Context: an optimization exercise on an open-source flow, tuned for small area, a short achievable clock period and few clock cycles per item. The choices shown serve that exercise and are no tape-out recipe.
Where RTL was checked, it was by simulation tests only, not by an equivalence proof against the original.
For runs 2, 3 and 5, only the layout was checked, not whether the RTL still works.
Power figures rest on the tool's default switching activity, not on a simulated workload.

===== flow/design.v =====
`default_nettype none
module accumulator_pingpong_bank #(
  parameter int ROWS      = 4,
  parameter int COLS      = 4,
  parameter int IN_WIDTH  = 16,
  parameter int ACC_WIDTH = 32,
  parameter int SATURATE  = 1
) (
  input  logic                                     clk_i,
  input  logic                                     reset_n_i,
  input  logic                                     in_valid_i,
  output logic                                     in_ready_o,
  input  logic                                     in_last_i,
  input  logic [ROWS-1:0][COLS-1:0][IN_WIDTH-1:0]  in_data_i,
  output logic                                     out_valid_o,
  input  logic                                     out_ready_i,
  output logic [COLS-1:0][ACC_WIDTH-1:0]           out_data_o,
  output logic [$clog2(ROWS)-1:0]                  out_row_o,
  output logic                                     out_last_o,
  output logic                                     out_overflow_o
);
  localparam int ROW_W = $clog2(ROWS);
  localparam logic [ROW_W-1:0] LAST_ROW = ROW_W'(ROWS - 1);
  logic [1:0][ROWS-1:0][COLS-1:0][ACC_WIDTH-1:0] bank_q;
  logic [1:0][ROWS-1:0][COLS-1:0][ACC_WIDTH-1:0] bank_d;
  logic [1:0]           full_q, full_d;
  logic [1:0]           ovf_q, ovf_d;
  logic                 fill_sel_q, fill_sel_d;
  logic                 drain_sel_q, drain_sel_d;
  logic                 first_q, first_d;
  logic [ROW_W-1:0]     row_cnt_q, row_cnt_d;
  logic                 accept;
  logic                 drain_hs;
  logic                 any_ovf;
  logic [ACC_WIDTH:0]   elem;
  function automatic logic [ACC_WIDTH:0] acc_add(input logic [ACC_WIDTH-1:0] acc,
                                                  input logic [IN_WIDTH-1:0]  din);
    logic [ACC_WIDTH-1:0] ext;
    logic [ACC_WIDTH:0]   sum;
    logic                 ovf;
    logic [ACC_WIDTH-1:0] res;
    ext = ACC_WIDTH'($signed(din));
    sum = {acc[ACC_WIDTH-1], acc} + {ext[ACC_WIDTH-1], ext};
    ovf = sum[ACC_WIDTH] ^ sum[ACC_WIDTH-1];
    res = sum[ACC_WIDTH-1:0];
    if (ovf && (SATURATE != 0)) begin
      res = sum[ACC_WIDTH] ? {1'b1, {(ACC_WIDTH-1){1'b0}}} : {1'b0, {(ACC_WIDTH-1){1'b1}}};
    end
    acc_add = {ovf, res};
  endfunction
  assign in_ready_o     = !full_q[fill_sel_q];
  assign out_valid_o    = full_q[drain_sel_q];
  assign out_row_o      = row_cnt_q;
  assign out_last_o     = (row_cnt_q == LAST_ROW);
  assign out_overflow_o = ovf_q[drain_sel_q];
  assign accept   = in_valid_i && in_ready_o;
  assign drain_hs = out_valid_o && out_ready_i;
  for (genvar c = 0; c < COLS; c++) begin : g_out
    assign out_data_o[c] = bank_q[drain_sel_q][row_cnt_q][c];
  end
  always_comb begin
    bank_d      = bank_q;
    full_d      = full_q;
    ovf_d       = ovf_q;
    fill_sel_d  = fill_sel_q;
    drain_sel_d = drain_sel_q;
    first_d     = first_q;
    row_cnt_d   = row_cnt_q;
    any_ovf     = 1'b0;
    elem        = '0;
    if (accept) begin
      for (int r = 0; r < ROWS; r++) begin
        for (int c = 0; c < COLS; c++) begin
          elem = acc_add(bank_q[fill_sel_q][r][c], in_data_i[r][c]);
          if (first_q) begin
            bank_d[fill_sel_q][r][c] = ACC_WIDTH'($signed(in_data_i[r][c]));
          end else begin
            bank_d[fill_sel_q][r][c] = elem[ACC_WIDTH-1:0];
            any_ovf = any_ovf | elem[ACC_WIDTH];
          end
        end
      end
      ovf_d[fill_sel_q] = first_q ? 1'b0 : (ovf_q[fill_sel_q] | any_ovf);
      first_d = in_last_i;
      if (in_last_i) begin
        full_d[fill_sel_q] = 1'b1;
        fill_sel_d         = ~fill_sel_q;
      end
    end
    if (drain_hs) begin
      if (row_cnt_q == LAST_ROW) begin
        row_cnt_d           = '0;
        full_d[drain_sel_q] = 1'b0;
        drain_sel_d         = ~drain_sel_q;
      end else begin
        row_cnt_d = row_cnt_q + 1'b1;
      end
    end
  end
  always_ff @(posedge clk_i) begin
    if (!reset_n_i) begin
      for (int b = 0; b < 2; b++) begin
        for (int r = 0; r < ROWS; r++) begin
          for (int c = 0; c < COLS; c++) begin
            bank_q[b][r][c] <= '0;
          end
        end
      end
      full_q      <= '0;
      ovf_q       <= '0;
      fill_sel_q  <= 1'b0;
      drain_sel_q <= 1'b0;
      first_q     <= 1'b1;
      row_cnt_q   <= '0;
    end else begin
      bank_q      <= bank_d;
      full_q      <= full_d;
      ovf_q       <= ovf_d;
      fill_sel_q  <= fill_sel_d;
      drain_sel_q <= drain_sel_d;
      first_q     <= first_d;
      row_cnt_q   <= row_cnt_d;
    end
  end
endmodule
`default_nettype wire

===== flow/run.sh =====
#!/bin/bash
# synth_recipe.tcl (not shown) runs the flow's synth.tcl, then flattens the netlist and writes it again
# the make line also repeats each setting of config.mk as NAME=value (left out here)
make -C /OpenROAD-flow-scripts/flow DESIGN_CONFIG=/design/flow/config.mk WORK_HOME=/design/flow/orfs CLKGATE_MAP_FILE= SYNTH_SCRIPT=/design/flow/synth_recipe.tcl finish

===== flow/config.mk =====
export PLATFORM = sky130hd
export DESIGN_NAME = accumulator_pingpong_bank
export DESIGN_NICKNAME = accumulator_pingpong_bank
export VERILOG_FILES = /design/flow/design.v
export SDC_FILE = /design/flow/constraint.sdc
export NUM_CORES = 4
export LEC_CHECK = 0
export CAP_MARGIN = 20
export CORE_MARGIN = 2
export CORE_UTILIZATION = 40
export SETUP_SLACK_MARGIN = 0.3
export SLEW_MARGIN = 20

===== flow/constraint.sdc =====
create_clock -name core_clock -period 7.0 [get_ports {clk_i}]
set_input_delay 1.4000 -clock core_clock [delete_from_list [all_inputs] [get_ports {clk_i}]]
set_output_delay 1.4000 -clock core_clock [all_outputs]
set_load 0.01 [all_outputs]

==> out/summary.txt, run 1 <==
Status -> timing/DRC/antenna clean
Synth warnings -> 1
Die Y -> 447 µm
Design area -> 90900 µm²
Max incr delay on CP -> 0.56 ns
Cell with the most instances on the worst path -> buf_4
Seq/Total Area, Yosys -> 26.3%
Placed Area -> 86300 µm²
CP required -> 7.68 ns
Synth top area cells -> dfxtp_1 26%, mux2_2 9.0%, ha_1 8.3%
Tcrit/Tclk final -> 94.7%
Cell chain of the critical path -> buf_12, buf_4, mux2_2, ha_1, a21o_1, a21o_1, a211o_1, a211o_1, a211oi_1, nor4_1, buf_4, a211oi_1, or2_2, ha_1, nor4_2, buf_4, and3_1, or3b_2, a221oi_1, buf_4, nand4b_1, a32o_1
Final core occ -> 46.6%
TritonCTS clock tree -> done
Synth cell types -> 98
Number of port buffers -> 394
Total CTS buffers -> 134
Root buf cell -> clkbuf_16
Global-route wire length before repair -> 468000 µm
Gr ovfl total -> 0
Pre-antenna DRT Iters -> 6
Layout net count -> 10300
Io pins -> 395
CP Buf/Inv Count -> 5
Power Density -> 250 nW/µm²
Setup skew after layout -> 0.0400 ns
Area share of the largest cell type after synthesis -> 26.3%
CP Max Fanout -> 30
Final Power -> 22.7 mW
Max frequency -> 151 MHz
Die Span X -> 447 µm
Post-CTS Hold Buffers -> 0
Max cap viols -> 0
Synthesis-to-finish area growth -> 15.6%
Register area -> 20700 µm²
Asr flop ratio synth -> 0%
DR vias/cell -> 6.18
Worst-Margin Slew -> 1.14 ns
WHS -> 0.466 ns
CP max stage cell -> a211oi_1
Final Slew Violations -> 0
Synth Area in Simple Gates -> 13.6%
Delay-heaviest family, CP -> compound AO/OA/AOI/OAI gates
Peak VDD IR -> 0.239 mV
Drt initial violations -> 7308
Dpl cells -> 12000
Type of the most critical hold path -> reg2reg
Initial core utilization -> 40.3%
Period minus WS final -> 6.63 ns
Largest net degree at the start of global routing -> 187
Synth area leader -> dfxtp_1
Final Instance Count excl. Fillers -> 12300
Longest Clk Path Bufs -> 3
Crit Path Category -> reg2reg
Complex-gate fraction of the synthesized area -> 25.4%
Clock latency (worst-skew pair) -> 0.81 ns
CP startpoint kind -> flip-flop
DRC -> 0
Vias in the first global route -> 71900
GRT Util Overall -> 30.7%
Post-route ant nets -> 0
Setup violators final -> 0
Layout cells sized above 1 -> 15.9%
CTS H-tree depth -> 4
Multi-input gate area -> 55200 µm²
Initial antenna violation count -> 28
GPL Wtd Cong -> 0.984
Avg Cell Area, Syn -> 8.47 µm²
Main synth FF type -> dfxtp_1
# rows -> 162
Seq cells post-synth -> 1033
Post-Synth Adder-Cell Area -> 9.26%
Fill cell count -> 18700
Post-synth EDFFs -> 0
DP HPWL -> 235000 µm
Relative slew slack -> 24.0%
Clk sinks -> 1033
Total wire length -> 318000 µm
Final hold violations -> 0
Largest family of logic cells by synthesized area -> compound AO/OA/AOI/OAI gates
Routed WL per cell -> 26.0 µm
Leak -> 36.8 nW
Total core area -> 195000 µm²
Mux contribution to synthesized area -> 16.9%
Clk pin slew, worst setup/hold paths -> 0.06 ns
Worst path arrival time -> 7.31 ns
Synth Cell Area -> 78600 µm²
Via count -> 75800
Gate Count Post-Synth -> 9280
Xor/xnor cell area share of the yosys netlist -> 4.81%
RSZ-0062 raised after global routing -> yes
Setup Buffers After CTS -> 0
CP endpoint kind -> flip-flop
Die ar. -> 200000 µm²
## where the power goes
group | switching [mW] | internal, mW | total [mW]
Combinational | 5.08 | 3.47 | 8.55
Sequential | 0.541 | 6.37 | 6.91
Clock | 2.96 | 4.29 | 7.26
## final timing paths
| path | start | end | slack [ns] | cells past startpoint |
|---|---|---|---|---|
| worst max-delay path | fill_sel_q | flip-flop | 0.37 | 22 |
| worst min-delay path | flip-flop | flip-flop | 0.47 | 2 |
| worst max register to register | fill_sel_q | flip-flop | 0.37 | 22 |
| worst min register to register | flip-flop | flip-flop | 0.47 | 2 |
## worst register-to-register path, cell delays in order, from the launching register on
cell and delay, ns:
dfxtp_4 0.37, buf_12 0.22, buf_4 0.52, mux2_2 0.41, ha_1 0.35, a21o_1 0.20
a21o_1 0.18, a211o_1 0.31, a211o_1 0.29, a211oi_1 0.56, nor4_1 0.14, buf_4 0.20
a211oi_1 0.30, or2_2 0.19, ha_1 0.33, nor4_2 0.32, buf_4 0.17, and3_1 0.18
or3b_2 0.44, a221oi_1 0.30, buf_4 0.18, nand4b_1 0.10, a32o_1 0.28
## timing repair
| action | CTS | global route |
|---|---|---|
| endpoints found under the hold margin | 0 | 0 |
| pin swaps | 0 | 2 |
| gates resized for setup | 1 | 16 |
| setup endpoints to repair | 1 | 46 |
| gates cloned | 0 | 0 |
## cell usage in the layout, fill, tap and decap left out, types with 69 or more instances in the layout
cell type           n
nor2_1            692
a21o_1            251
a21oi_1           956
nand3_1           182
nor3_1            112
xnor2_1           277
mux2_2            630
and2_1             87
a22o_1             84
ha_1              521
o21ai_0           766
dfxtp_1          1029
clkdlybuf4s50_1   392
inv_1             180
nand2b_1          108
clkbuf_16         139
a211oi_1          178
o21a_1            140
xor2_1            147
nand2_1           879
or3_1              70
buf_4             258
o211ai_1           69
a31oi_1            86
mux4_2            256
## per-layer routing
| layer | vias to the layer above | global-route usage [%] | routed length (µm) |
|---|---|---|---|
| li1 | 35000 | - | - |
| met1 | 37100 | 41.0 | 135000 |
| met2 | 3157 | 48.6 | 143000 |
| met3 | 576 | 3.98 | 23100 |
| met4 | 10 | 15.1 | 16400 |
| met5 | - | 0 | 67 |
## logic make-up after synthesis
family | Yosys count
AOI/OAI and AO/OA | 3156
xor gates and xnor gates | 429
adders and majority gates | 581
buffers and inverters | 766
DFF | 1033
muxes | 928
and+or+nand+nor | 2387
## per-stage QoR
stage / setup WS (ns) / setup TNS [ns]
after global placement: -0.547 / -1.25
after detailed placement: -0.547 / -1.16
after global routing: 0.194 / 0
final: 0.373 / 0
after floorplan: 0.523 / 0
after CTS: 0.321 / 0
## synthesized netlist by cell type, drive strengths merged (140+ instances only)
library cell and count:
o21ai 785, mux2 630, a21o 251, mux4 256, inv 182, dfxtp 1033
xor2 149, nand2 883, xnor2 280, o21a 140, nand3 184, a21oi 966
a211oi 178, clkbuf 492, nor2 700, ha 523
## cell type report
class | count | share of cell area [%]
clock buffer | 192 | 4.36
multi-input combinational | 7481 | 60.7
tap | 2624 | 3.61
sequential | 1033 | 22.8
clock inverter | 54 | 0.659
inverter | 183 | 0.780
antenna | 19 | 0.0523
timing repair buffer | 679 | 7.05
Testbench counts, summed over its fixed seeds: cycles 6,902, beats 6,772.
==> inputs of run 2 (changes only) <==
==> flow/design.v (replaced) <==
`default_nettype none
module accumulator_pingpong_bank #(
  parameter int ROWS      = 4,
  parameter int COLS      = 4,
  parameter int IN_WIDTH  = 16,
  parameter int ACC_WIDTH = 32,
  parameter int SATURATE  = 1
) (
  input  logic                                     clk_i,
  input  logic                                     reset_n_i,
  input  logic                                     in_valid_i,
  output logic                                     in_ready_o,
  input  logic                                     in_last_i,
  input  logic [ROWS-1:0][COLS-1:0][IN_WIDTH-1:0]  in_data_i,
  output logic                                     out_valid_o,
  input  logic                                     out_ready_i,
  output logic [COLS-1:0][ACC_WIDTH-1:0]           out_data_o,
  output logic [$clog2(ROWS)-1:0]                  out_row_o,
  output logic                                     out_last_o,
  output logic                                     out_overflow_o
);
  localparam int ROW_W = $clog2(ROWS);
  localparam logic [ROW_W-1:0] LAST_ROW = ROW_W'(ROWS - 1);
  localparam int HW = ACC_WIDTH - IN_WIDTH;    
  logic [ROWS-1:0][COLS-1:0][ACC_WIDTH-1:0] acc_q;
  logic             full_q;     
  logic             start_q;    
  logic             ovf_q;
  logic [ROW_W-1:0] row_q;
  logic accept, drain_hs, any_ovf;
  logic [ROWS*COLS-1:0] ovf_e;
  assign in_ready_o     = !full_q;
  assign accept         = in_valid_i && !full_q;
  assign out_valid_o    = full_q;
  assign drain_hs       = full_q && out_ready_i;
  assign out_row_o      = row_q;
  assign out_last_o     = (row_q == LAST_ROW);
  assign out_overflow_o = ovf_q;
  for (genvar c = 0; c < COLS; c++) begin : g_out
    assign out_data_o[c] = acc_q[row_q][c];
  end
  for (genvar r = 0; r < ROWS; r++) begin : g_r
    for (genvar c = 0; c < COLS; c++) begin : g_c
      logic [IN_WIDTH-1:0] d, lo_a, lo_s;
      logic [HW-1:0]       hi_a, hi_x, hi_n;
      logic                cy, sg, mv, lim, sat;
      assign d    = accept ? in_data_i[r][c] : '0;
      assign lo_a = start_q ? '0 : acc_q[r][c][IN_WIDTH-1:0];
      assign hi_a = start_q ? '0 : acc_q[r][c][ACC_WIDTH-1:IN_WIDTH];
      assign {cy, lo_s} = {1'b0, lo_a} + {1'b0, d};
      assign sg   = d[IN_WIDTH-1];
      assign mv   = cy ^ sg;                         
      assign hi_x = hi_a ^ {HW{sg}};
      assign lim  = (hi_x == {1'b0, {(HW-1){1'b1}}});  
      assign hi_n = (hi_x + 1'b1) ^ {HW{sg}};
      assign sat  = mv && lim;
      assign ovf_e[r*COLS+c] = sat;
      always_ff @(posedge clk_i) begin
        acc_q[r][c][ACC_WIDTH-1:IN_WIDTH] <= (mv && !lim) ? hi_n : hi_a;
        acc_q[r][c][IN_WIDTH-1:0]         <= sat ? {IN_WIDTH{~sg}} : lo_s;
      end
    end
  end
  assign any_ovf = |ovf_e;
  always_ff @(posedge clk_i) begin
    if (!reset_n_i) begin
      full_q  <= 1'b0;
      start_q <= 1'b1;
      ovf_q   <= 1'b0;
      row_q   <= '0;
    end else begin
      if (accept) begin
        ovf_q   <= !start_q && (ovf_q || any_ovf);
        start_q <= 1'b0;
        full_q  <= in_last_i;
      end
      if (drain_hs) begin
        row_q <= row_q + 1'b1;
        if (row_q == LAST_ROW) begin
          full_q  <= 1'b0;
          start_q <= 1'b1;
        end
      end
    end
  end
endmodule
`default_nettype wire
--- a/flow/config.mk
+++ b/flow/config.mk
@@ -5,8 +5,9 @@
 export SDC_FILE = /design/flow/constraint.sdc
 export NUM_CORES = 4
 export LEC_CHECK = 0
+export ABC_CLOCK_PERIOD_IN_PS = 2500
 export CAP_MARGIN = 20
 export CORE_MARGIN = 2
-export CORE_UTILIZATION = 40
-export SETUP_SLACK_MARGIN = 0.3
+export CORE_UTILIZATION = 45
+export SETUP_SLACK_MARGIN = 4.5
 export SLEW_MARGIN = 20
==> run 2 against run 1 <==
  * Clock skew decreased by 0.014 ns
  * Count of clock-buffer cells in the layout down 90
  * Non-clock buffer count increased by 289
  * Design area is 33% lower
  * Via count decreased by 43%
  * Largest power group is now registers
==> out/summary.txt, run 2 <==
Status -> timing/DRC/antenna clean
Drt initial violations -> 3108 (-57%)
Total CTS buffers -> 68 (-49%)
Synthesis-to-finish area growth -> 42.7%
Main synth FF type -> dfxtp_1
Die Y -> 312 µm (-30%)
Worst Hold Launch -> acc_q[282]
Synth area leader -> dfxtp_1
Max cap viols -> 0 (unchanged)
CP max stage cell -> fa_2
Longest Clk Path Bufs -> 3 (unchanged)
Type of the most critical hold path -> reg2reg
Area share of the largest cell type after synthesis -> 24.3% (-2.0 points)
DRC -> 0 (unchanged)
Peak VDD IR -> 0.149 mV (-38%)
Top-count cell post-synth -> dfxtp_1
Initial core utilization -> 45.5% (+5.2 points)
Period minus WS final -> 4.52 ns (-2.11 ns)
Initial antenna violation count -> 11 (-61%)
Final Instance Count excl. Fillers -> 7273 (-41%)
Layout net count -> 6519 (-37%)
CP startpoint kind -> primary input
Post-synth EDFFs -> 0 (unchanged)
TritonCTS clock tree -> done
Die ar. -> 97200 µm² (-51%)
Relative slew slack -> 50.9% (+27 points)
Gate Count Post-Synth -> 5225 (-44%)
Setup violators final -> 0 (unchanged)
Setup skew after layout -> 0.0260 ns (-0.0140 ns)
# rows -> 112 (-31%)
GRT Util Overall -> 32.1% (+1.4 points)
Post-CTS Hold Buffers -> 0 (unchanged)
Worst path arrival time -> 5.02 ns (-2.29 ns)
Die Span X -> 312 µm (-30%)
CP Max Fanout -> 17 (-43%)
Synth warnings -> 1 (unchanged)
Global-route wire length before repair -> 245000 µm (-48%)
Fill cell count -> 7686 (-59%)
Vias in the first global route -> 41400 (-42%)
Total wire length -> 167000 µm (-48%)
Clk pin slew, worst setup/hold paths -> 0.06 ns (about the same)
Seq/Total Area, Yosys -> 24.3% (-2.0 points)
Flop pwr share -> 34.2% (+3.8 points)
CP Buf/Inv Count -> 7 (+2)
Final setup slack of the worst path -> 2.48 ns (+2.11 ns)
Power Density -> 172 nW/µm² (-31%)
Via count -> 43400 (-43%)
Pre-antenna DRT Iters -> 5 (-1)
Multi-input gate area -> 35200 µm² (-36%)
Combinational power share -> 33.4% (-4.2 points)
Post-route setup TNS -> 0 ns (unchanged)
Tcrit/Tclk final -> 64.6% (-30 points)
Synth cell types -> 118 (+20%)
CP endpoint kind -> flip-flop
CTS H-tree depth -> 3 (-1)
Clock latency (worst-skew pair) -> 0.63 ns (-0.18 ns)
DP Worst Slack -> 0.835 ns (+1.38 ns)
Cell chain of the critical path -> buf_12, nor2b_4, buf_12, buf_16, buf_6, and2_4, ha_4, fa_2, a21o_1, a21oi_2, o211ai_1, nand4bb_1, nand4_1, buf_6, buf_6, nand4_1, buf_4, nand4_1, nor3_1, a21oi_1
Pint -> 7.00 mW (-50%)
Final hold violations -> 0 (unchanged)
Synth Cell Area -> 42600 µm² (-46%)
Number of port buffers -> 394 (unchanged)
Total core area -> 93600 µm² (-52%)
Final Slew Violations -> 0 (unchanged)
Dpl cells -> 6617 (-45%)
Gr ovfl total -> 0 (unchanged)
Asr flop ratio synth -> 0% (unchanged)
Largest register by flop count -> acc_q
Register area -> 10400 µm² (-50%)
Clk pwr share -> 32.4% (+0.5 points)
Max frequency -> 221 MHz (+47%)
Crit Path Category -> in2reg
Most frequent cells in the layout -> 512 x dfxtp_1, 363 x nor2b_1, 351 x buf_6
Reg2Reg Launch Point -> start_q
Clk sinks -> 517 (-50%)
Delay-heaviest family, CP -> simple AND/OR/NAND/NOR gates
Top Registers -> acc_q (512), row_q (2)
RSZ-0062 raised after global routing -> yes
Leak -> 24.1 nW (-35%)
Io pins -> 395 (unchanged)
DP HPWL -> 107000 µm (-54%)
Commonest cells in the netlist -> 517 x dfxtp_1, 481 x o21ai_0, 373 x nor2b_1
Avg Cell Area, Syn -> 8.16 µm² (-3.7%)
Critical path startpoint -> in_valid_i
DR vias/cell -> 5.97 (-3.5%)
Max incr delay on CP -> 0.39 ns (-0.17 ns)
Sw Ratio -> 33.0% (-4.8 points)
GPL Wtd Cong -> 0.935 (-4.9%)
Routed WL per cell -> 23.0 µm (-12%)
Most common cell after layout, fill and taps aside -> dfxtp_1
WHS -> 0.508 ns (+0.0421 ns)
Post-route ant nets -> 0 (unchanged)
Worst-Margin Slew -> 0.736 ns (-0.401 ns)
Root buf cell -> clkbuf_16
Largest net degree at the start of global routing -> 132 (-29%)
CP required -> 7.50 ns (-0.18 ns)
Seq cells post-synth -> 517 (-50%)
Synth top area cells -> dfxtp_1 24%, ha_1 8.0%, xnor2_1 6.8%
Switching Power -> 3.44 mW (-60%)
Layout cells sized above 1 -> 29.2% (+13 points)
Max reg flops -> 512
[run 2: path summary, 6_finish.rpt]
path                            depth (start not counted)    endpoint  slack, ns
worst max-delay path                                   20       ovf_q       2.48
worst min-delay path                                    2  acc_q[282]       0.51
worst max register to register                         13  acc_q[239]       2.84
worst min register to register                          2  acc_q[282]       0.51
[run 2: cell families after synthesis]
group                    count (synthesis)  share of synthesized area [%]
buffers and inverters                  440                           4.21
XOR/XNOR                               438                           9.02
AO/OA/AOI/OAI                         1377                           20.6
flip-flops                             517                           24.3
AND/OR/NAND/NOR                       2015                           25.8
adder cells (fa/ha/maj)                289                           8.77
multiplexers                           149                           7.30
[run 2: cell type report]
type	count	area share, %
diodes	5	0.0206
clock buffers	102	3.26
clock inverters	13	0.109
inverters	137	0.952
multi-input cells	4275	57.9
flip-flops and latches	517	17.0
well taps	1254	2.58
repair buffers	968	18.1
repair inverters	2	0.0267
[run 2: worst register-to-register path, stage by stage, from the launching register on]
cell      delay, ns
dfxtp_4        0.60
buf_4          0.54
nor2b_1        0.16
ha_4           0.20
fa_2           0.38
a211oi_4       0.24
o211ai_1       0.15
a311o_1        0.42
nand3_2        0.13
nand4_1        0.22
o21ai_4        0.18
nor3b_1        0.08
mux2_2         0.26
or4_1          0.49
[run 2: timing repair]
item | in CTS | in global routing
pin swaps | 286 | 225
gates resized for setup | 1353 | 573
setup endpoints to repair | 648 | 647
gates cloned | 38 | 7
setup buffers | 339 | 152
[run 2: per-stage QoR]
step,cell area (µm²),util (%),total power [mW]
after global routing,60800,65.0,10.9
after detailed placement,48400,51.7,6.22
final,60800,65.0,10.4
after CTS,57300,61.2,10.1
after floorplan,44200,-,5.33
after global placement,48400,51.7,6.20
[run 2: power groups by stage]
| stage | Clock (mW) | Sequential (mW) | Combinational, mW |
|---|---|---|---|
| floorplan | 0 | 3.44 | 1.89 |
| global placement | 0 | 3.63 | 2.58 |
| detailed placement | 0 | 3.63 | 2.59 |
| CTS | 3.41 | 3.56 | 3.11 |
| global route | 3.52 | 3.59 | 3.73 |
| finish | 3.39 | 3.57 | 3.49 |
[run 2: per-layer routing]
layer	routed length [µm]	part of all wire, %	up-vias	GRT usage, %
li1	-	-	20400	-
met1	65900	39	21000	39.2
met2	81200	49	1508	55.5
met3	9990	6.0	406	4.33
met4	9850	5.9	10	15.4
met5	57	0.034	-	0
==> inputs of run 3 (changes only) <==
==> flow/design.v (replaced) <==
`default_nettype none
module accumulator_pingpong_bank #(
  parameter int ROWS      = 4,
  parameter int COLS      = 4,
  parameter int IN_WIDTH  = 16,
  parameter int ACC_WIDTH = 32,
  parameter int SATURATE  = 1
) (
  input  logic                                     clk_i,
  input  logic                                     reset_n_i,
  input  logic                                     in_valid_i,
  output logic                                     in_ready_o,
  input  logic                                     in_last_i,
  input  logic [ROWS-1:0][COLS-1:0][IN_WIDTH-1:0]  in_data_i,
  output logic                                     out_valid_o,
  input  logic                                     out_ready_i,
  output logic [COLS-1:0][ACC_WIDTH-1:0]           out_data_o,
  output logic [$clog2(ROWS)-1:0]                  out_row_o,
  output logic                                     out_last_o,
  output logic                                     out_overflow_o
);
  localparam int ROW_W = $clog2(ROWS);
  localparam logic [ROW_W-1:0] LAST_ROW = ROW_W'(ROWS - 1);
  localparam int HW = ACC_WIDTH - IN_WIDTH;    
  logic [ROWS-1:0][COLS-1:0][ACC_WIDTH-1:0] acc_q;
  logic [ROWS-1:0][COLS-1:0][IN_WIDTH-1:0]  beat_q;   
  logic             beat_last_q;   
  logic             full_q;        
  logic             flush_q;       
  logic             ovf_q;
  logic [ROW_W-1:0] row_q;
  logic accept, shift, any_ovf;
  logic [ROWS*COLS-1:0] ovf_e;
  assign in_ready_o     = !full_q && !beat_last_q;
  assign accept         = reset_n_i && in_valid_i && in_ready_o;
  assign out_valid_o    = full_q && !flush_q;
  assign shift          = full_q && (out_ready_i || flush_q);
  assign out_row_o      = row_q;
  assign out_last_o     = (row_q == LAST_ROW);
  assign out_overflow_o = ovf_q;
  assign out_data_o     = acc_q[0];
  always_ff @(posedge clk_i) begin
    beat_q      <= accept ? in_data_i : '0;
    beat_last_q <= accept && in_last_i;
  end
  for (genvar r = 0; r < ROWS; r++) begin : g_r
    for (genvar c = 0; c < COLS; c++) begin : g_c
      logic [IN_WIDTH-1:0]  d, lo_s;
      logic [HW-1:0]        hi_a, hi_x, hi_n;
      logic [ACC_WIDTH-1:0] sum, below;
      logic                 cy, sg, mv, lim, sat;
      assign d    = beat_q[r][c];
      assign hi_a = acc_q[r][c][ACC_WIDTH-1:IN_WIDTH];
      assign {cy, lo_s} = {1'b0, acc_q[r][c][IN_WIDTH-1:0]} + {1'b0, d};
      assign sg   = d[IN_WIDTH-1];
      assign mv   = cy ^ sg;                           
      assign hi_x = hi_a ^ {HW{sg}};
      assign lim  = (hi_x == {1'b0, {(HW-1){1'b1}}});  
      assign hi_n = (hi_x + 1'b1) ^ {HW{sg}};
      assign sat  = mv && lim;
      assign ovf_e[r*COLS+c] = sat;
      assign sum  = {(mv && !lim) ? hi_n : hi_a, sat ? {IN_WIDTH{~sg}} : lo_s};
      if (r == ROWS - 1) begin : g_bot
        assign below = '0;
      end else begin : g_mid
        assign below = acc_q[r+1][c];
      end
      always_ff @(posedge clk_i) begin
        acc_q[r][c] <= shift ? below : sum;
      end
    end
  end
  assign any_ovf = |ovf_e;
  always_ff @(posedge clk_i) begin
    if (!reset_n_i) begin
      full_q  <= 1'b1;
      flush_q <= 1'b1;
      ovf_q   <= 1'b0;
      row_q   <= '0;
    end else begin
      if (!full_q) begin
        ovf_q  <= ovf_q || any_ovf;
        full_q <= beat_last_q;
      end
      if (shift) begin
        row_q <= row_q + 1'b1;
        if (row_q == LAST_ROW) begin
          full_q  <= 1'b0;
          flush_q <= 1'b0;
          ovf_q   <= 1'b0;
        end
      end
    end
  end
endmodule
`default_nettype wire
--- a/flow/config.mk
+++ b/flow/config.mk
@@ -5,7 +5,6 @@
 export SDC_FILE = /design/flow/constraint.sdc
 export NUM_CORES = 4
 export LEC_CHECK = 0
-export ABC_CLOCK_PERIOD_IN_PS = 2500
 export CAP_MARGIN = 20
 export CORE_MARGIN = 2
 export CORE_UTILIZATION = 45
==> run 3 against run 2 <==
  * Still clean
  * Maximum frequency increased by 44%
  * Register-to-register slack improved by 1.0 ns
  * Setup slack improved by 1.4 ns
  * Clock power increased by 51%
  * Critical path type is now reg2reg
  * Critical endpoint is now acc_q[137]
==> out/summary.txt, run 3 <==
Status -> timing/DRC/antenna clean
Worst Hold Launch -> flush_q
Type of the most critical hold path -> reg2reg
CP startpoint kind -> flip-flop
DR vias/cell -> 5.31 (-11%)
Main synth FF type -> dfxtp_1
Met2 WL -> 60200 µm (-26%)
Total CTS buffers -> 92 (+35%)
Largest net degree at the start of global routing -> 164 (+24%)
Routed WL per cell -> 18.2 µm (-21%)
CP required -> 7.55 ns (+0.05 ns)
Vias in the first global route -> 36200 (-13%)
Clk pin slew, worst setup/hold paths -> 0.06 ns (about the same)
Post-synth EDFFs -> 192 (+192)
Synth warnings -> 1 (unchanged)
Peak VDD IR -> 0.199 mV (+33%)
Reg-to-Reg End -> acc_q[137]
Clk sinks -> 774 (+50%)
DP HPWL -> 81200 µm (-24%)
TritonCTS clock tree -> done
Period minus WS final -> 3.13 ns (-1.39 ns)
DRC -> 0 (unchanged)
Synthesis-to-finish area growth -> 31.8%
Synth area leader -> dfxtp_1
Via count -> 37700 (-13%)
Reg2Reg Launch Point -> beat_q[64]
Leak -> 24.4 nW (+1.1%)
Max cap viols -> 0 (unchanged)
Max frequency -> 319 MHz (+44%)
R2R setup slack -> 3.87 ns (+1.03 ns)
Synth cell types -> 99 (-16%)
Clock latency (worst-skew pair) -> 0.68 ns (+0.05 ns)
Commonest cells in the netlist -> 666 x nor2_1, 582 x dfxtp_1, 545 x nand2_1
Gr ovfl total -> 0 (unchanged)
RSZ-0062 raised after global routing -> yes
Die Span X -> 319 µm (+2.4%)
GPL Wtd Cong -> 0.875 (-6.5%)
Global-route wire length before repair -> 199000 µm (-19%)
Die Y -> 319 µm (+2.4%)
Worst path arrival time -> 3.69 ns (-1.33 ns)
Area share of the largest cell type after synthesis -> 26.1% (+1.8 points)
Met3 WL -> 5810 µm (-42%)
Initial core utilization -> 45.4% (-0.10 points)
Most frequent cells in the layout -> 646 x nor2_1, 506 x nand2_1, 476 x dfxtp_1
Gate Count Post-Synth -> 5228 (+0.057%)
Initial antenna violation count -> 4 (-7)
Final Instance Count excl. Fillers -> 7101 (-2.4%)
Setup violators final -> 0 (unchanged)
Drt initial violations -> 2348 (-24%)
Seq cells post-synth -> 774 (+50%)
Layout cells sized above 1 -> 21.9% (-7.3 points)
Crit Path Category -> reg2reg
Layout net count -> 6283 (-3.6%)
Avg Cell Area, Syn -> 8.55 µm² (+4.8%)
Synth Cell Area -> 44700 µm² (+4.9%)
CTS H-tree depth -> 3 (unchanged)
WHS -> 0.473 ns (-0.0348 ns)
Dpl cells -> 6580 (-0.56%)
CP endpoint kind -> flip-flop
Relative slew slack -> 40.7% (-10 points)
Io pins -> 395 (unchanged)
Worst-Margin Slew -> 0.890 ns (+0.154 ns)
Critical path startpoint -> beat_q[64]
Pre-antenna DRT Iters -> 7 (+2)
Total wire length -> 129000 µm (-23%)
Tcrit/Tclk final -> 44.8% (-20 points)
Post-CTS Hold Buffers -> 0 (unchanged)
# rows -> 115 (+2.7%)
Final Power -> 18.0 mW (+72%)
Longest Clk Path Bufs -> 3 (unchanged)
Die ar. -> 102000 µm² (+4.8%)
Final hold violations -> 0 (unchanged)
Top Registers -> acc_q (512), beat_q (256), row_q (2)
Top Layer Used -> met4
Power Density -> 305 nW/µm² (+78%)
GRT Util Overall -> 24.2% (-7.9 points)
Most common cell after layout, fill and taps aside -> nor2_1
Final Slew Violations -> 0 (unchanged)
Post-route setup TNS -> 0 ns (unchanged)
Worst hold stages -> 2 (unchanged)
Number of port buffers -> 394 (unchanged)
Total core area -> 98400 µm² (+5.1%)
Seq/Total Area, Yosys -> 39.0% (+15 points)
Wire length on met1 -> 60100 µm (-8.8%)
Root buf cell -> clkbuf_16
Asr flop ratio synth -> 0% (unchanged)
Hold EP -> flush_q
Max reg flops -> 512 (unchanged)
CP Max Fanout -> 8 (-9)
Largest register by flop count -> acc_q
R2R depth -> 13 (unchanged)
Post-route ant nets -> 0 (unchanged)
Synth top area cells -> dfxtp_1 26%, edfxtp_1 13%, ha_1 7.6%
Setup skew after layout -> 0.0187 ns (-0.00728 ns)
Top-count cell post-synth -> nor2_1
[run 3: final cells by class]
class / instances / area, µm²
multi-input combinational: 4049 / 28300
inverter: 67 / 270
fill: 8579 / 39500
clock buffer: 127 / 2810
clock inverter: 46 / 493
tap: 1287 / 1610
antenna: 2 / 5.00
timing repair buffer: 749 / 7810
sequential: 774 / 17600
[run 3: cell families (layout without fill, tap and decap cells)]
kind of cell               after synthesis  in the layout  share of synthesized area [%]
and+or+nand+nor                       1985           1997                           21.1
buffers and inverters                  420            989                           4.73
AOI/OAI and AO/OA                     1214           1217                           16.1
other                                    0              2                              0
muxes                                   18             18                          0.417
DFF                                    774            774                           39.0
adders and majority gates              289            289                           8.36
xor gates and xnor gates               528            528                           10.4
[run 3: timing repair]
item,in CTS,in global routing
buffers inserted,221,90
pin swaps,155,104
gates resized for setup,1109,239
setup endpoints to repair,963,729
gates cloned,27,8
[run 3: how the worst max path moves through the flow]
stage          depth (start not counted)          to  slack [ns]
4_1_cts                               12  acc_q[144]        3.85
2_1_floorplan                         10  acc_q[144]        4.11
6_report                              13  acc_q[137]        3.87
5_1_grt                               13  acc_q[133]        3.75
3_3_place_gp                          10       ovf_q        2.99
3_5_place_dp                          10       ovf_q        2.93
[run 3: routing by layer]
layer,vias to the layer above,global-route usage [%]
li1,19000,-
met2,808,40.0
met5,-,0
met3,171,3.63
met1,17700,32.8
met4,0,6.57
[run 3: critical path, stage by stage, from the launching register on]
cell      delay, ns
dfxtp_4        0.36
ha_4           0.16
fa_2           0.36
a211oi_2       0.22
nor2_2         0.08
o41ai_2        0.28
o21ai_1        0.15
o41a_1         0.39
a31oi_4        0.29
mux2i_4        0.33
buf_6          0.14
nand2_4        0.09
nand2_1        0.10
a21oi_1        0.06
[run 3: report_power, final]
group          internal [mW]  total (mW)  switching [mW]
combinational           2.87        6.25            3.39
clock                   3.11        5.13            2.02
sequential              5.70        6.60           0.903
total                   11.7        18.0            6.30
[run 3: per-stage QoR]
step / area (µm²) / setup slack, ns / util (%)
global placement: 49800 / 2.99 / 50.6
CTS: 57000 / 3.85 / 57.9
global route: 58900 / 3.75 / 59.9
detailed placement: 49800 / 2.93 / 50.6
finish: 58900 / 3.87 / 59.9
floorplan: 46300 / 4.11 / -
==> inputs of run 4 (changes only) <==
--- a/flow/design.v
+++ b/flow/design.v
@@ -45,28 +45,38 @@
   end
   for (genvar r = 0; r < ROWS; r++) begin : g_r
     for (genvar c = 0; c < COLS; c++) begin : g_c
-      logic [IN_WIDTH-1:0]  d, lo_s;
-      logic [HW-1:0]        hi_a, hi_x, hi_n;
-      logic [ACC_WIDTH-1:0] sum, below;
-      logic                 cy, sg, mv, lim, sat;
+      logic [IN_WIDTH-1:0]  d, lo_a, lo_s, lo_n;
+      logic [HW-1:0]        hi_a, ones, zeros, tog, hi_n;
+      logic [ACC_WIDTH-1:0] below;
+      logic                 cy, sg, top_up, top_dn, up, dn, satp, satn;
       assign d    = beat_q[r][c];
+      assign lo_a = acc_q[r][c][IN_WIDTH-1:0];
       assign hi_a = acc_q[r][c][ACC_WIDTH-1:IN_WIDTH];
-      assign {cy, lo_s} = {1'b0, acc_q[r][c][IN_WIDTH-1:0]} + {1'b0, d};
+      assign {cy, lo_s} = {1'b0, lo_a} + {1'b0, d};
       assign sg   = d[IN_WIDTH-1];
-      assign mv   = cy ^ sg;                           
-      assign hi_x = hi_a ^ {HW{sg}};
-      assign lim  = (hi_x == {1'b0, {(HW-1){1'b1}}});  
-      assign hi_n = (hi_x + 1'b1) ^ {HW{sg}};
-      assign sat  = mv && lim;
-      assign ovf_e[r*COLS+c] = sat;
-      assign sum  = {(mv && !lim) ? hi_n : hi_a, sat ? {IN_WIDTH{~sg}} : lo_s};
+      assign ones[0]  = 1'b1;
+      assign zeros[0] = 1'b1;
+      for (genvar i = 1; i < HW; i++) begin : g_pre
+        assign ones[i]  = &hi_a[i-1:0];
+        assign zeros[i] = ~|hi_a[i-1:0];
+      end
+      assign top_up = !hi_a[HW-1] && ones[HW-1];    
+      assign top_dn = hi_a[HW-1] && zeros[HW-1];    
+      assign up   = cy && !sg;
+      assign dn   = !cy && sg;
+      assign satp = up && top_up;
+      assign satn = dn && top_dn;
+      assign tog  = ({HW{up && !top_up}} & ones) | ({HW{dn && !top_dn}} & zeros);
+      assign hi_n = hi_a ^ tog;
+      assign lo_n = (lo_s | {IN_WIDTH{satp}}) & ~{IN_WIDTH{satn}};
+      assign ovf_e[r*COLS+c] = satp || satn;
       if (r == ROWS - 1) begin : g_bot
         assign below = '0;
       end else begin : g_mid
         assign below = acc_q[r+1][c];
       end
       always_ff @(posedge clk_i) begin
-        acc_q[r][c] <= shift ? below : sum;
+        acc_q[r][c] <= shift ? below : {hi_n, lo_n};
       end
     end
   end
==> run 4 against run 3 <==
  * Critical endpoint is now ovf_q
  * Maximum frequency shrank 1.3%
  * Die area decreased by 5.3%
  * Largest power group is now clock
  * First-iteration DRC count is 7.6% higher
==> out/summary.txt, run 4 <==
TritonCTS clock tree -> done
Cell chain of the critical path -> ha_4, fa_2, nand3_4, a2111oi_4, nor3_2, a211oi_2, o31a_1, buf_4, nor2_4, nor3_4, buf_12, or3_1, nor2_2, a211oi_1
GPL Wtd Cong -> 0.887 (+1.4%)
CP max stage cell -> or3_1
Fill cell count -> 7534 (-12%)
CP endpoint kind -> flip-flop
Gate Count Post-Synth -> 5100 (-2.4%)
Gr ovfl total -> 0 (unchanged)
Synth top area cells -> dfxtp_1 37%, ha_1 7.6%, o21ai_0 6.7%
Die Y -> 311 µm (-2.7%)
Clk pin slew, worst setup/hold paths -> 0.07 ns (about the same)
Top Registers -> acc_q (512), beat_q (256), row_q (2)
Power Density -> 227 nW/µm² (-25%)
Largest register by flop count -> acc_q
Type of the most critical hold path -> reg2reg
Vias in the first global route -> 37100 (+2.7%)
CP Buf/Inv Count -> 2 (+1)
Seq/Total Area, Yosys -> 36.6% (-2.3 points)
Via count -> 38600 (+2.3%)
Most frequent cells in the layout -> 582 x dfxtp_1, 430 x nand2_1, 323 x nor2_1
Final hold violations -> 0 (unchanged)
Tcrit/Tclk final -> 45.3% (+0.57 points)
Global-route wire length before repair -> 206000 µm (+3.6%)
Die Span X -> 311 µm (-2.7%)
Design area -> 60500 µm² (+2.7%)
Main synth FF type -> dfxtp_1
Clock latency (worst-skew pair) -> 0.67 ns (about the same)
Longest Clk Path Bufs -> 3 (unchanged)
CP Max Fanout -> 7 (-1)
Post-route ant nets -> 0 (unchanged)
CTS H-tree depth -> 3 (unchanged)
Status -> timing/DRC/antenna clean
Worst path arrival time -> 3.66 ns (-0.03 ns)
Relative slew slack -> 40.9% (+0.27 points)
Most common cell after layout, fill and taps aside -> dfxtp_1
Total core area -> 93200 µm² (-5.3%)
DR vias/cell -> 5.50 (+3.5%)
Delay-heaviest family, CP -> simple AND/OR/NAND/NOR gates
Largest net degree at the start of global routing -> 102 (-38%)
Total CTS buffers -> 89 (-3.3%)
# rows -> 112 (-2.6%)
Period minus WS final -> 3.17 ns (+0.0400 ns)
Max reg flops -> 512 (unchanged)
Peak VDD IR -> 0.190 mV (-4.6%)
Crit Path Category -> reg2reg
Area share of the largest cell type after synthesis -> 36.6% (+11 points)
Worst-Margin Slew -> 0.876 ns (-0.0133 ns)
Number of port buffers -> 394 (unchanged)
Root buf cell -> clkbuf_16
Placed Area -> 47800 µm² (-4.0%)
Io pins -> 395 (unchanged)
Final core occ -> 64.9% (+5.1 points)
DRC -> 0 (unchanged)
Top-count cell post-synth -> dfxtp_1
DP HPWL -> 85600 µm (+5.5%)
Post-synth EDFFs -> 0 (-100%)
Total wire length -> 137000 µm (+6.0%)
CP required -> 7.49 ns (-0.06 ns)
Final Slew Violations -> 0 (unchanged)
Routed WL per cell -> 19.5 µm (+7.3%)
Post-route setup TNS -> 0 ns (unchanged)
Avg Cell Area, Syn -> 8.29 µm² (-3.0%)
Synth area leader -> dfxtp_1
Clk sinks -> 774 (unchanged)
GRT Util Overall -> 26.4% (+2.2 points)
Synth warnings -> 1 (unchanged)
Max frequency -> 315 MHz (-1.3%)
Die ar. -> 96500 µm² (-5.3%)
WHS -> 0.440 ns (-0.0327 ns)
RSZ-0062 raised after global routing -> yes
Initial antenna violation count -> 20 (+16)
Setup violators final -> 0 (unchanged)
Setup skew after layout -> 0.0281 ns (+0.00942 ns)
Synth cell types -> 97 (-2.0%)
Asr flop ratio synth -> 0% (unchanged)
Seq cells post-synth -> 774 (unchanged)
Initial core utilization -> 45.4% (about the same)
Pre-antenna DRT Iters -> 5 (-2)
Layout cells sized above 1 -> 31.6% (+9.7 points)
CP startpoint kind -> flip-flop
Synthesis-to-finish area growth -> 43.0%
Max incr delay on CP -> 0.43 ns (+0.04 ns)
Drt initial violations -> 2527 (+7.6%)
Synth Cell Area -> 42300 µm² (-5.4%)
Leak -> 23.2 nW (-4.7%)
Commonest cells in the netlist -> 774 x dfxtp_1, 567 x o21ai_0, 476 x nand2_1
Layout net count -> 6216 (-1.1%)
Max cap viols -> 0 (unchanged)
==> run 4: cell count changes after synthesis, sizes merged, moves of 69 or more <==
cell    previous run  this run
nand2            546       477
nor2             666       379
a21oi            516       373
dfxtp            582       774
o21ai            322       583
edfxtp           192         0
==> run 4: cells by family after synthesis <==
group	count (synthesis)	synth area share (%)
XOR/XNOR	452	9.36
AND/OR/NAND/NOR	1737	20.6
adder cells (fa/ha/maj)	273	8.36
multiplexers	36	0.852
flip-flops	774	36.6
AO/OA/AOI/OAI	1362	18.8
buffers and inverters	466	5.37
==> run 4: worst reg2reg max path, delay by kind of cell (launching register included) <==
kind | cells | cell delay [ns]
AOI/OAI and AO/OA | 4 | 0.69
and+or+nand+nor | 6 | 1.10
buffers and inverters | 2 | 0.35
DFF | 1 | 0.33
adders and majority gates | 2 | 0.55
==> run 4: per-layer routing <==
metal  part of all wire [%]  track usage, %  wire (µm)  up-vias
met2                     47            43.3      63900      975
met5                  0.079               0        109        -
met1                     44            34.9      60900    18300
li1                       -               -          -    19100
met4                    3.1            7.63       4250       16
met3                    5.8            5.52       7990      256
==> run 4: area by class of cell <==
| type | instances | area (µm²) | share of cell area [%] |
|---|---|---|---|
| Clock buffer | 115 | 2520 | 4.16 |
| Timing Repair Buffer | 851 | 8780 | 14.5 |
| Inverter | 97 | 367 | 0.606 |
| Clock inverter | 50 | 731 | 1.21 |
| Multi-Input combinational cell | 3869 | 30500 | 50.5 |
| Tap cell | 1254 | 1570 | 2.59 |
| Sequential cell | 774 | 16000 | 26.4 |
| Antenna cell | 7 | 17.5 | 0.0290 |
==> run 4: report_power, final <==
group / leakage (nW) / internal [mW] / total, mW / switching, mW
combinational: 15.3 / 1.58 / 3.52 / 1.95
sequential: 6.37 / 4.76 / 5.10 / 0.336
clock: 1.58 / 3.14 / 5.14 / 2.00
total: 23.2 / 9.48 / 13.8 / 4.29
==> run 4: path summary, 6_finish.rpt <==
kind	from	to	slack, ns	cells after the start
max	acc_q[224]	ovf_q	3.83	14
min	acc_q[130]	acc_q[2]	0.44	2
max reg2reg	acc_q[224]	ovf_q	3.83	14
min reg2reg	acc_q[130]	acc_q[2]	0.44	2
==> run 4: what timing repair did <==
| action | 4_1_cts | 5_1_grt |
|---|---|---|
| buffers inserted | 306 | 118 |
| gates resized for setup | 1606 | 581 |
| pin swaps | 355 | 326 |
| hold buffers | 0 | 0 |
| cloned | 21 | 7 |
| endpoints found under the setup margin | 835 | 837 |
==> run 4: metrics by stage <==
| stage | power, mW | instances | setup WS, ns |
|---|---|---|---|
| finish | 13.8 | 7017 | 3.83 |
| global route | 14.3 | 7015 | 3.71 |
| CTS | 13.5 | 6885 | 3.84 |
| detailed placement | 7.72 | 6393 | 2.87 |
| global placement | 7.69 | 6393 | 2.89 |
| floorplan | 6.96 | 5100 | 4.01 |
Testbench counts of run 4, summed over its fixed seeds: cycles 9,667, beats 6,772.
==> inputs of run 5 (changes only) <==
--- a/flow/design.v
+++ b/flow/design.v
@@ -45,14 +45,14 @@
   end
   for (genvar r = 0; r < ROWS; r++) begin : g_r
     for (genvar c = 0; c < COLS; c++) begin : g_c
-      logic [IN_WIDTH-1:0]  d, lo_a, lo_s, lo_n;
-      logic [HW-1:0]        hi_a, ones, zeros, tog, hi_n;
-      logic [ACC_WIDTH-1:0] below;
+      logic [IN_WIDTH-1:0]  d, lo_a, lo_s;
+      logic [HW-1:0]        hi_a, ones, zeros;
+      logic [ACC_WIDTH-1:0] below, nxt;
       logic                 cy, sg, top_up, top_dn, up, dn, satp, satn;
       assign d    = beat_q[r][c];
       assign lo_a = acc_q[r][c][IN_WIDTH-1:0];
       assign hi_a = acc_q[r][c][ACC_WIDTH-1:IN_WIDTH];
-      assign {cy, lo_s} = {1'b0, lo_a} + {1'b0, d};
+      accpp_add #(.W(IN_WIDTH)) u_add (.a(lo_a), .b(d), .s(lo_s), .co(cy));
       assign sg   = d[IN_WIDTH-1];
       assign ones[0]  = 1'b1;
       assign zeros[0] = 1'b1;
@@ -66,21 +66,40 @@
       assign dn   = !cy && sg;
       assign satp = up && top_up;
       assign satn = dn && top_dn;
-      assign tog  = ({HW{up && !top_up}} & ones) | ({HW{dn && !top_dn}} & zeros);
-      assign hi_n = hi_a ^ tog;
-      assign lo_n = (lo_s | {IN_WIDTH{satp}}) & ~{IN_WIDTH{satn}};
-      assign ovf_e[r*COLS+c] = satp || satn;
+      accpp_mux u_sat (.s(cy), .a(sg && top_dn), .b(!sg && top_up), .y(ovf_e[r*COLS+c]));
       if (r == ROWS - 1) begin : g_bot
         assign below = '0;
       end else begin : g_mid
         assign below = acc_q[r+1][c];
       end
+      for (genvar i = 0; i < IN_WIDTH; i++) begin : g_lo
+        accpp_lo_bit u_b (.s(lo_s[i]), .satp(satp), .satn(satn), .shift(shift),
+                          .below(below[i]), .y(nxt[i]));
+      end
+      for (genvar i = 0; i < HW; i++) begin : g_hi
+        logic t, x;
+        accpp_tog u_t (.up(up && !top_up), .ones(ones[i]), .dn(dn && !top_dn), .zeros(zeros[i]), .t(t));
+        accpp_xor u_x (.a(hi_a[i]), .b(t), .y(x));
+        accpp_mux u_m (.s(shift), .a(x), .b(below[IN_WIDTH+i]), .y(nxt[IN_WIDTH+i]));
+      end
       always_ff @(posedge clk_i) begin
-        acc_q[r][c] <= shift ? below : {hi_n, lo_n};
+        acc_q[r][c] <= nxt;
       end
     end
   end
-  assign any_ovf = |ovf_e;
+  logic [7:0] ovf_n1;
+  logic [3:0] ovf_o2;
+  logic [1:0] ovf_n3;
+  for (genvar k = 0; k < 8; k++) begin : g_ovf1
+    accpp_nor2 u_o (.a(ovf_e[2*k]), .b(ovf_e[2*k+1]), .y(ovf_n1[k]));
+  end
+  for (genvar k = 0; k < 4; k++) begin : g_ovf2
+    accpp_nand2 u_o (.a(ovf_n1[2*k]), .b(ovf_n1[2*k+1]), .y(ovf_o2[k]));
+  end
+  for (genvar k = 0; k < 2; k++) begin : g_ovf3
+    accpp_nor2 u_o (.a(ovf_o2[2*k]), .b(ovf_o2[2*k+1]), .y(ovf_n3[k]));
+  end
+  accpp_nand2 u_ovf (.a(ovf_n3[0]), .b(ovf_n3[1]), .y(any_ovf));
   always_ff @(posedge clk_i) begin
     if (!reset_n_i) begin
       full_q  <= 1'b1;
@@ -103,4 +122,67 @@
     end
   end
 endmodule
+module accpp_add #(
+  parameter int W = 16
+) (
+  input  logic [W-1:0] a,
+  input  logic [W-1:0] b,
+  output logic [W-1:0] s,
+  output logic         co
+);
+  localparam int L = $clog2(W);
+  logic [L:0][W-1:0] g, p;
+  for (genvar i = 0; i < W; i++) begin : g_in
+    accpp_ha u_ha (.a(a[i]), .b(b[i]), .g(g[0][i]), .p(p[0][i]));
+  end
+  for (genvar l = 0; l < L; l++) begin : g_lvl
+    for (genvar i = 0; i < W; i++) begin : g_bit
+      localparam int J = ((i >> l) << l) - 1;
+      if (((i >> l) & 1) == 0) begin : g_pass
+        assign g[l+1][i] = g[l][i];
+        assign p[l+1][i] = p[l][i];
+      end else if ((i >> (l + 1)) == 0) begin : g_gray
+        accpp_gray u_c (.gh(g[l][i]), .ph(p[l][i]), .gl(g[l][J]), .go(g[l+1][i]));
+        assign p[l+1][i] = 1'b0;
+      end else begin : g_black
+        accpp_black u_c (.gh(g[l][i]), .ph(p[l][i]), .gl(g[l][J]), .pl(p[l][J]),
+                         .go(g[l+1][i]), .po(p[l+1][i]));
+      end
+    end
+  end
+  assign s[0] = p[0][0];
+  for (genvar i = 1; i < W; i++) begin : g_sum
+    accpp_xor u_x (.a(p[0][i]), .b(g[L][i-1]), .y(s[i]));
+  end
+  assign co = g[L][W-1];
+endmodule
+module accpp_ha (input logic a, b, output logic g, p);
+  assign g = a & b;
+  assign p = a ^ b;
+endmodule
+module accpp_gray (input logic gh, ph, gl, output logic go);
+  assign go = gh | (ph & gl);
+endmodule
+module accpp_black (input logic gh, ph, gl, pl, output logic go, po);
+  assign go = gh | (ph & gl);
+  assign po = ph & pl;
+endmodule
+module accpp_xor (input logic a, b, output logic y);
+  assign y = a ^ b;
+endmodule
+module accpp_lo_bit (input logic s, satp, satn, shift, below, output logic y);
+  assign y = shift ? below : ((s || satp) && !satn);
+endmodule
+module accpp_nor2 (input logic a, b, output logic y);
+  assign y = !(a || b);
+endmodule
+module accpp_nand2 (input logic a, b, output logic y);
+  assign y = !(a && b);
+endmodule
+module accpp_tog (input logic up, ones, dn, zeros, output logic t);
+  assign t = (up && ones) || (dn && zeros);
+endmodule
+module accpp_mux (input logic s, a, b, output logic y);
+  assign y = s ? b : a;
+endmodule
 `default_nettype wire
--- a/flow/config.mk
+++ b/flow/config.mk
@@ -10,3 +10,5 @@
 export CORE_UTILIZATION = 45
 export SETUP_SLACK_MARGIN = 4.5
 export SLEW_MARGIN = 20
+export SYNTH_HIERARCHICAL = 1
+export SYNTH_MINIMUM_KEEP_SIZE = 0
==> run 5 against run 4 <==
  * Critical path type unchanged
  * Clock power shrank 1%
  * Die area grew 9.4%
  * First-iteration DRC count shrank 11%
  * Global-route usage shrank 3.3 points
==> out/summary.txt, run 5 <==
WHS -> 0.458 ns (+0.0173 ns)
Synth top area cells -> dfxtp_1 33%, xor2_1 9.4%, mux2_4 8.8%
Top Registers -> acc_q (512), beat_q (256), row_q (2)
Seq/Total Area, Yosys -> 33.4% (-3.2 points)
Post-route ant nets -> 0 (unchanged)
Synth warnings -> 7 (+6)
Synth Cell Area -> 46300 µm² (+9.5%)
Gr ovfl total -> 0 (unchanged)
Post-route setup TNS -> 0 ns (unchanged)
Post-synth EDFFs -> 0 (unchanged)
Peak VDD IR -> 0.217 mV (+14%)
Combinational power share -> 39.7% (+14 points)
Final hold violations -> 0 (unchanged)
CP endpoint kind -> flip-flop
Placed Area -> 51800 µm² (+8.3%)
Final Power -> 21.7 mW (+58%)
Pre-antenna DRT Iters -> 5 (unchanged)
Max reg flops -> 512 (unchanged)
Initial core utilization -> 45.5% (+0.079 points)
Clk sinks -> 774 (unchanged)
CP required -> 7.54 ns (+0.05 ns)
Final Slew Violations -> 0 (unchanged)
Final setup slack of the worst path -> 4.30 ns (+0.476 ns)
Max frequency -> 371 MHz (+18%)
Largest net degree at the start of global routing -> 160 (+57%)
Leak -> 32.6 nW (+40%)
Most common cell after layout, fill and taps aside -> and2_1
Most frequent cells in the layout -> 605 x and2_1, 495 x xor2_1, 491 x dfxtp_1
Asr flop ratio synth -> 0% (unchanged)
Synth area leader -> dfxtp_1
Clk pin slew, worst setup/hold paths -> 0.06 ns (about the same)
Number of port buffers -> 394 (unchanged)
Die Span X -> 325 µm (+4.6%)
GRT Util Overall -> 23.1% (-3.3 points)
TritonCTS clock tree -> done
Dpl cells -> 6633 (+3.8%)
Period minus WS final -> 2.70 ns (-0.476 ns)
Global-route wire length before repair -> 199000 µm (-3.5%)
Max incr delay on CP -> 0.35 ns (-0.08 ns)
Root buf cell -> clkbuf_16
Total wire length -> 131000 µm (-4.6%)
Worst-Margin Slew -> 0.941 ns (+0.0642 ns)
Gate Count Post-Synth -> 4849 (-4.9%)
Relative slew slack -> 37.3% (-3.7 points)
CP Max Fanout -> 4 (-3)
Post-CTS Hold Buffers -> 0 (unchanged)
Clock latency (worst-skew pair) -> 0.67 ns (about the same)
Type of the most critical hold path -> reg2reg
Avg Cell Area, Syn -> 9.56 µm² (+15%)
GPL Wtd Cong -> 0.835 (-5.8%)
Design area -> 62100 µm² (+2.7%)
Via count -> 37500 (-2.8%)
CP max stage cell -> dfxtp_4
Longest Clk Path Bufs -> 3 (unchanged)
DP HPWL -> 82400 µm (-3.8%)
Top-count cell post-synth -> dfxtp_1
DRC -> 0 (unchanged)
Total core area -> 102000 µm² (+9.3%)
Routed WL per cell -> 18.4 µm (-5.7%)
Tcrit/Tclk final -> 38.5% (-6.8 points)
Main synth FF type -> dfxtp_1
Initial antenna violation count -> 14 (-30%)
Vias in the first global route -> 35800 (-3.7%)
Flop pwr share -> 36.9% (about the same)
Status -> timing/DRC/antenna clean
Clk pwr share -> 23.4% (-14 points)
Die ar. -> 106000 µm² (+9.4%)
Layout net count -> 6165 (-0.82%)
Cell chain of the critical path -> ha_4, a21o_1, a21o_1, a21o_4, a21o_4, mux2_4, nor2_4, nand2_1, nor2_1, nand2_2, nor2b_1, o21ai_1, a21oi_1
Crit Path Category -> reg2reg
DP Worst Slack -> 3.35 ns (+0.482 ns)
Die Y -> 325 µm (+4.6%)
Drt initial violations -> 2246 (-11%)
Pint -> 14.0 mW (+48%)
CTS H-tree depth -> 3 (unchanged)
Power Density -> 349 nW/µm² (+54%)
Worst path arrival time -> 3.24 ns (-0.42 ns)
Io pins -> 395 (unchanged)
Fill cell count -> 8671 (+15%)
Setup skew after layout -> 0.0280 ns (-0.0000637 ns)
Synth cell types -> 40 (-59%)
Max cap viols -> 0 (unchanged)
Final Instance Count excl. Fillers -> 7097 (+1.1%)
Largest register by flop count -> acc_q
# rows -> 117 (+4.5%)
Seq cells post-synth -> 774 (unchanged)
Final core occ -> 61.0% (-4.0 points)
Area share of the largest cell type after synthesis -> 33.4% (-3.2 points)
Setup violators final -> 0 (unchanged)
Sw Ratio -> 35.4% (+4.3 points)
Multi-input gate area -> 33600 µm² (+9.9%)
Register area -> 16100 µm² (+0.90%)
DR vias/cell -> 5.28 (-3.9%)
Switching Power -> 7.68 mW (+79%)
Total CTS buffers -> 92 (+3.4%)
Synthesis-to-finish area growth -> 34.1%
Layout cells sized above 1 -> 26.8% (-4.8 points)
CP startpoint kind -> flip-flop
Commonest cells in the netlist -> 774 x dfxtp_1, 624 x and2_1, 513 x a21o_1
RSZ-0062 raised after global routing -> yes
## run 5: cell types whose count changed after synthesis, sizes merged, moves of 56 or more
| cell | delta |
|---|---|
| a21o | +451 |
| nand3 | -88 |
| xor2 | +305 |
| xnor2 | -260 |
| mux2 | +272 |
| a21oi | -361 |
| clkbuf | -201 |
| a22o | +253 |
| nand2 | -180 |
| o21ai | -582 |
| a31oi | -56 |
| o31ai | +234 |
| and2 | +340 |
## run 5: worst paths after layout
kind	start	endpoint	slack, ns	cells after the start
worst max-delay path	acc_q[225]	ovf_q	4.30	13
worst min-delay path	acc_q[141]	acc_q[13]	0.46	2
worst max register to register	acc_q[225]	ovf_q	4.30	13
worst min register to register	acc_q[141]	acc_q[13]	0.46	2
## run 5: cell families after synthesis
kind of cell | share of synthesized area, %
AND/OR/NAND/NOR | 20.6
AO/OA/AOI/OAI | 17.5
flip-flops | 33.4
XOR/XNOR | 9.39
multiplexers | 8.84
adder cells (fa/ha/maj) | 6.94
buffers and inverters | 3.30
other | 0.0162
## run 5: power groups by stage
| stage | Clock (mW) | Sequential (mW) | Combinational [mW] |
|---|---|---|---|
| after floorplan | 0 | 7.05 | 6.04 |
| after global placement | 0 | 7.67 | 6.76 |
| after detailed placement | 0 | 7.68 | 6.86 |
| after CTS | 5.20 | 7.69 | 8.05 |
| after global routing | 5.37 | 8.22 | 9.50 |
| final | 5.07 | 8.01 | 8.62 |
## run 5: per-layer routing
metal / up-vias / part of all wire, % / GRT usage, %
li1: 18800 / - / -
met1: 17700 / 46 / 31.0
met2: 774 / 46 / 37.8
met3: 180 / 4.4 / 3.69
met4: 4 / 2.9 / 7.77
met5: - / 0.018 / 0
## run 5: area by class of cell
type / count / share of cell area, %
antenna: 6 / 0.0242
clock buffer: 135 / 4.41
clock inverter: 35 / 0.741
inverter: 80 / 0.483
multi-input combinational: 3994 / 54.0
sequential: 774 / 26.0
tap: 1368 / 2.76
timing repair buffer: 705 / 11.6
## run 5: Yosys stat by module, one instance, submodules excluded, a selection
module / cell area, µm² / cells
accpp_ha: 12.5 / 1
accpp_mux: 15.0 / 1
accpp_lo_bit: 15.0 / 3
accpp_black: 13.8 / 2
accpp_tog: 8.76 / 1
accpp_gray: 7.51 / 1
## run 5: worst max-delay path, delay by kind of cell (launching register included)
family / cells / cell delay [ns]
fa+ha+maj: 1 / 0.23
flops: 1 / 0.35
mux: 1 / 0.33
simple gates: 5 / 0.65
compound gates: 6 / 0.98
## run 5: what timing repair did
item / CTS / global route
resized for setup: 1253 / 365
buffers inserted: 192 / 54
endpoints found under the hold margin: 0 / 0
cloned: 37 / 5
pin swaps: 284 / 341
setup endpoints to repair: 854 / 727

-- port drivers added, routing unchanged --
No port has a modelled driver above. Below, the same layouts with a new extraction and two added sets of constraints.
Step 1 assumes that a clkbuf_16 drives the clock port and a buf_2 every other input.
Step 2 adds t to the input delays and takes it off the output delays; t is the mean of the earliest and latest rising clock arrival at the registers after step 1. Input paths then give back, and output paths get back, about the clock's delay inside the block.
a / b / c = no drivers / after step 1 / after step 2; a / b = the first two.
run	t, ns	setup WS [ns]	hold slack, ns	worst setup path at the end	worst data-port slew with drivers (ns)
run 1	0.871	0.373 / 0.373 / -0.377	0.466 / 0.466 / 0.466	input to register	0.27
run 2	0.687	2.481 / 2.503 / 1.816	0.508 / 0.508 / 0.508	input to register	0.16
run 3	0.730	3.866 / 3.866 / 3.866	0.473 / 0.473 / 0.473	register to register	0.10
run 4	0.726	3.826 / 3.826 / 3.281	0.440 / 0.440 / 0.440	input to register	0.17
run 5	0.730	4.303 / 4.230 / 3.769	0.458 / 0.458 / 0.458	input to register	0.13
With both steps, setup timing fails in run 1, where it was met with ideal ports. For run 1, which loses most, drivers alone change the setup slack by 0.000 ns; drivers and shift together by -0.750 ns.
